This is an optimization exercise on Yosys and OpenROAD, whose aim is small area, a short achievable clock period and few clock cycles per item, not a production implementation.
Only simulation tests tie the RTL to the original design; equivalence was not proved.

Setup of alpha:
## ooo_core
module ooo_core (
    input  wire logic        clk,
    input  wire logic        i_arst_n,
    input  wire logic        i_disp_valid,
    input  wire logic [2:0]  i_disp_op,
    input  wire logic [4:0]  i_disp_rdst,
    input  wire logic [31:0] i_disp_a,
    input  wire logic [31:0] i_disp_b,
    output logic             o_disp_ready,
    output logic             o_ret_valid,
    output logic [4:0]       o_ret_rdst,
    output logic [2:0]       o_ret_tag,
    output logic [31:0]      o_ret_data,
    input  wire logic        i_ret_ready
);
clock: 6.5 ns
lec_check: 0
cap_margin: 20
core_margin: 2
core_utilization: 40
setup_slack_margin: 3.1
slew_margin: 20
tns_end_percent: 0
standard.sh (not shown) runs the stock make flow with config.mk's settings and CLKGATE_MAP_FILE= SYNTH_SCRIPT=/design/flow/synth_recipe.tcl, a recipe that flattens the netlist after the stock synthesis.
==> flow/flow/run.sh <==
#!/bin/bash
# The standard layout (standard.sh, unchanged ORFS steps), with one synthesis option:
# SYNTH_ARGS=-noabc skips the quick "abc -fast" inside Yosys's generic synth, so that
# extract_fa meets the carry-save adder tree as the RTL writes it and maps it onto
# full-adder cells without inverters between them. The main ABC mapping still runs.
# Registers and their names are the same as the standard synthesis's.
# Port buffers: every input and output port still gets its own buffer, but the smallest
# plain buffer rather than a delay buffer; the resizer upsizes the ones that need it.
set -euo pipefail
cd "$(dirname "${BASH_SOURCE[0]}")/.."
export SYNTH_ARGS="-noabc"
export BUFFER_PORTS_ARGS="-buffer_cell sky130_fd_sc_hd__buf_1"
bash standard.sh > flow_standard.log 2>&1
Testbench counts of alpha, summed over its fixed seeds: cycles 9,148, items 8,000.
#### Input delta (beta over alpha)
- a deleted TNS_END_PERCENT that had been 0
- a change of CORE_UTILIZATION from 40 to 55
Results
Looking at the reports, beta completed the entire flow and the layout it produced met the timing, DRC and antenna checks. Against alpha, beta reports a initial standard-cell utilization of the core that is higher. Relative to alpha, the area growth from synthesis to final layout of beta is higher by 1.9 points. sky130_fd_sc_hd__edfxtp_1 as the cell with the largest stage delay on the worst path was reported by alpha, and sky130_fd_sc_hd__fa_1 by beta. There was hardly any difference in wire length of the first global-routing pass between beta and alpha. beta ended up with cs2[50] as its startpoint of the worst setup timing path; alpha ended up with two1[8]. Diff alpha -> beta: via-per-instance ratio went up, buffers inserted during post-CTS setup optimization now sits higher. beta vs alpha, instance count: beta lower. Summary of beta over alpha: met3 demand-to-capacity share in global routing picked up an extra 1.7 points.
Setup changes, beta to gamma
- a change of SETUP_SLACK_MARGIN from 3.1 to 2.8
- a change of CORE_UTILIZATION from 55 to 40
==> comparison <==
- gamma has completed all stages; timing, DRC and antenna checks passed.
- Compared to beta, gamma has post-route non-filler standard cell count 146 higher.
- Compared with beta, in gamma final design instance area without fill dropped 2.4%, initial standard-cell utilization of the core fell 15 points, relative area change from synthesis to final layout decreased by 2.7 points relative to the old numbers.
Input-level comparison between delta and gamma:
- SETUP_SLACK_MARGIN: 2.8 -> 3.1
[summary]
- Summary of delta over gamma: time the final worst path needs with I/O delays and setup down 0.19 ns; final cell count shows an increase of 81; detail-routed via count per cell +about 1.1%.
- gamma vs delta, source of the critical timing path: two1[7] vs cs2[52]
- Summary: with gamma as the reference, first-iteration DRC count in delta moved up by a few percent.
- sky130_fd_sc_hd__fa_1 as the critical-path cell with the highest stage delay was reported by delta, and sky130_fd_sc_hd__edfxtp_1 by gamma.
Inputs modified between delta and epsilon:
diff --git a/flow/flow/run.sh b/flow/flow/run.sh
--- a/flow/flow/run.sh
+++ b/flow/flow/run.sh
@@ -8,0 +9 @@
+# Clock tree: no dummy loads (and, here, larger sink clusters), for fewer clock cells.
@@ -12,0 +14 @@
+export CTS_ARGS="-sink_clustering_enable -repair_clock_nets -dont_use_dummy_load -sink_clustering_size 30 -sink_clustering_max_diameter 150"
==> summary.txt <==
Per the final summary, delta finished and its layout is clean on timing, DRC and antenna. epsilon: flow completed, timing, DRC and antenna clean. delta was routed with more vias than epsilon. ~same via density per instance in epsilon and delta. The wire length the detailed router placed on met1 in epsilon sits 1.3% above the value recorded for delta. The higher final cell count came out of delta. The timing endpoint of the critical path comes out out_q[28] in one run and out_q[30] in the other, namely in delta and epsilon respectively. Changes observed in epsilon relative to delta: diode insertion count for antenna repair down 1, final routed wirelength across all metal layers went down by about 0.7%. Comparing the two runs side by side, epsilon comes out ahead of delta on final instance area.


ooo_core again, from the RTL that the note above started with.
Settings: LEC_CHECK=0, CAP_MARGIN=20, CORE_MARGIN=2, CORE_UTILIZATION=40, SETUP_SLACK_MARGIN=3.3, SLEW_MARGIN=20; clock period 6.5 ns.
==> flow/flow/run.sh <==
#!/bin/bash
# The standard layout (standard.sh, unchanged ORFS steps), with one synthesis option:
# SYNTH_ARGS=-noabc skips the quick "abc -fast" inside Yosys's generic synth, so that
# extract_fa meets the carry-save adder tree as the RTL writes it and maps it onto
# full-adder cells without inverters between them. The main ABC mapping still runs.
# Registers and their names are the same as the standard synthesis's.
# Port buffers: every input and output port still gets its own buffer, but the smallest
# plain buffer rather than a delay buffer; the resizer upsizes the ones that need it.
set -euo pipefail
cd "$(dirname "${BASH_SOURCE[0]}")/.."
export SYNTH_ARGS="-noabc"
export BUFFER_PORTS_ARGS="-buffer_cell sky130_fd_sc_hd__buf_1"
bash standard.sh > flow_standard.log 2>&1
The first run finished with timing, DRC and antenna clean.
Testbench counts at the start, summed over its fixed seeds: cycles 9,148, items 8,000.
Next try:
--- a/flow/flow/run.sh
+++ b/flow/flow/run.sh
@@ -8,2 +8,3 @@
 # plain buffer rather than a delay buffer; the resizer upsizes the ones that need it.
+# Clock tree: no dummy loads and larger sink clusters, for fewer clock cells.
 set -euo pipefail
@@ -12,2 +13,3 @@
 export BUFFER_PORTS_ARGS="-buffer_cell sky130_fd_sc_hd__buf_1"
+export CTS_ARGS="-sink_clustering_enable -repair_clock_nets -dont_use_dummy_load -sink_clustering_size 20 -sink_clustering_max_diameter 100"
 bash standard.sh > flow_standard.log 2>&1
SETUP_SLACK_MARGIN = 3.1   (was 3.3)
Effect: First-iteration DRC count fell by 7.2%; global-route usage fell by 1.1 points; die area does not change.
Next try:
SETUP_SLACK_MARGIN = 3.2   (was 3.1)
Cell area grows by a few percent.
Count of clock-buffer cells in the layout does not change.
Global-route usage stays flat.
Routed wire length grows slightly.
Next try:
--- a/flow/flow/run.sh
+++ b/flow/flow/run.sh
@@ -8,3 +8,2 @@
 # plain buffer rather than a delay buffer; the resizer upsizes the ones that need it.
-# Clock tree: no dummy loads and larger sink clusters, for fewer clock cells.
 set -euo pipefail
@@ -13,3 +12,2 @@
 export BUFFER_PORTS_ARGS="-buffer_cell sky130_fd_sc_hd__buf_1"
-export CTS_ARGS="-sink_clustering_enable -repair_clock_nets -dont_use_dummy_load -sink_clustering_size 20 -sink_clustering_max_diameter 100"
 bash standard.sh > flow_standard.log 2>&1
SETUP_SLACK_MARGIN = 3.6   (was 3.2)
Outcome:
- The new run completed without violations
- cell area grows by roughly a tenth
- routed wire length grows by roughly a tenth
- hold slack degrades by 0.0030 ns
- core utilization grows by 5.7 points
- non-clock buffer count grows by 67
- global-route usage grows by 2.6 points
- clock skew shrinks by 0.029 ns
- die area stays the same
- worst setup slack degrades by 0.11 ns
Next try:
--- a/flow/flow/run.sh
+++ b/flow/flow/run.sh
@@ -8,2 +8,3 @@
 # plain buffer rather than a delay buffer; the resizer upsizes the ones that need it.
+# Clock tree: no dummy loads (and, here, larger sink clusters), for fewer clock cells.
 set -euo pipefail
@@ -12,2 +13,3 @@
 export BUFFER_PORTS_ARGS="-buffer_cell sky130_fd_sc_hd__buf_1"
+export CTS_ARGS="-sink_clustering_enable -repair_clock_nets -dont_use_dummy_load -sink_clustering_size 20 -sink_clustering_max_diameter 100"
 bash standard.sh > flow_standard.log 2>&1
SETUP_SLACK_MARGIN = 3.1   (was 3.6)
Result: The changed run finished clean. Cell count shrinks by 4.7%. Worst setup slack is better by 0.11 ns. Hold slack is better by 0.0063 ns. Global-route usage shrinks by 2.6 points.


== JK ==
Starting RTL as in the previous note.
clock: 6.5 ns
lec_check: 0
cap_margin: 20
core_margin: 2
core_utilization: 40
setup_slack_margin: 3.0
slew_margin: 20
==> flow/flow/run.sh <==
#!/bin/bash
# The standard layout (standard.sh, unchanged ORFS steps), with one synthesis option:
# SYNTH_ARGS=-noabc skips the quick "abc -fast" inside Yosys's generic synth, so that
# extract_fa meets the carry-save adder tree as the RTL writes it and maps it onto
# full-adder cells without inverters between them. The main ABC mapping still runs.
# Registers and their names are the same as the standard synthesis's.
# Port buffers: every input and output port still gets its own buffer, but the smallest
# plain buffer rather than a delay buffer; the resizer upsizes the ones that need it.
# Clock tree: no dummy loads and larger sink clusters, for fewer clock cells.
set -euo pipefail
cd "$(dirname "${BASH_SOURCE[0]}")/.."
export SYNTH_ARGS="-noabc"
export BUFFER_PORTS_ARGS="-buffer_cell sky130_fd_sc_hd__buf_1"
export CTS_ARGS="-sink_clustering_enable -repair_clock_nets -dont_use_dummy_load -sink_clustering_size 20 -sink_clustering_max_diameter 100"
bash standard.sh > flow_standard.log 2>&1
Testbench counts of JK, summed over its fixed seeds: cycles 9,148, items 8,000.
### JK -> MS
Settings: SETUP_SLACK_MARGIN: 3.0 -> 3.1.
diff --git a/flow/flow/run.sh b/flow/flow/run.sh
--- a/flow/flow/run.sh
+++ b/flow/flow/run.sh
@@ -8,3 +8,3 @@
 # plain buffer rather than a delay buffer; the resizer upsizes the ones that need it.
-# Clock tree: no dummy loads and larger sink clusters, for fewer clock cells.
+# Clock tree: no dummy loads (and, here, larger sink clusters), for fewer clock cells.
 set -euo pipefail
@@ -13,3 +13,3 @@
 export BUFFER_PORTS_ARGS="-buffer_cell sky130_fd_sc_hd__buf_1"
-export CTS_ARGS="-sink_clustering_enable -repair_clock_nets -dont_use_dummy_load -sink_clustering_size 20 -sink_clustering_max_diameter 100"
+export CTS_ARGS="-sink_clustering_enable -repair_clock_nets -dont_use_dummy_load"
 bash standard.sh > flow_standard.log 2>&1
- Going from JK to MS, number of cell rows shows no meaningful change, setup slack increased 0.079 ns, adder and majority gate portion of the synthesized area closely matched the old numbers.
- Re post-synthesis mux area share: no difference whatsoever between JK and MS.
- Core util | MS vs JK | MS higher
- Between MS and JK, the global-route usage figures differ only marginally.
- | number of clock buffers in the layout | MS vs JK | 12 higher |
- Compared with JK, MS shows a higher met3 global-route usage.
- First-pass GRT wire length on MS is behind JK.

==> static timing again, ports no longer ideal <==
Ports are ideal in the flow. The routed layouts listed here were re-timed in OpenROAD.
Step 1, drivers: a clkbuf_16 drives clk and a buf_2 each remaining input, both assumed.
Step 2 moves the port delays by t, midway between the first and last clock arrival at a register: inputs arrive t later, outputs are due t later. That takes back most of the time a late clock gives input paths.
Three values: ideal ports, drivers, drivers and shift; two values: the first two.
run | shift t [ns] | slack for setup (ns) | latest minus earliest clock arrival (ns)
alpha | 0.641 | 2.926 / 2.926 / 2.848 | 0.038 / 0.039
beta | 0.648 | 3.028 / 3.028 / 2.975 | 0.014 / 0.014
gamma | 0.639 | 2.855 / 2.855 / 2.841 | 0.039 / 0.040
delta | 0.654 | 3.044 / 3.044 / 2.878 | 0.018 / 0.018
epsilon | 0.539 | 3.011 / 3.011 / 2.829 | 0.041 / 0.040
the first run of note 2 | 0.654 | 2.944 / 2.944 / 2.870 | 0.017 / 0.016
the second run of note 2 | 0.572 | 3.049 / 3.049 / 2.828 | 0.037 / 0.038
the third run of note 2 | 0.565 | 3.053 / 3.053 / 2.847 | 0.043 / 0.044
the fourth run of note 2 | 0.662 | 2.940 / 2.940 / 2.940 | 0.013 / 0.014
the fifth run of note 2 | 0.572 | 3.049 / 3.049 / 2.828 | 0.037 / 0.038
JK | 0.581 | 2.927 / 2.927 / 2.683 | 0.046 / 0.046
MS | 0.620 | 3.006 / 3.006 / 2.831 | 0.045 / 0.046
After both steps every run listed still meets setup and hold. For JK, which loses most, drivers alone change the setup slack by 0.000 ns; drivers and shift together by -0.244 ns.
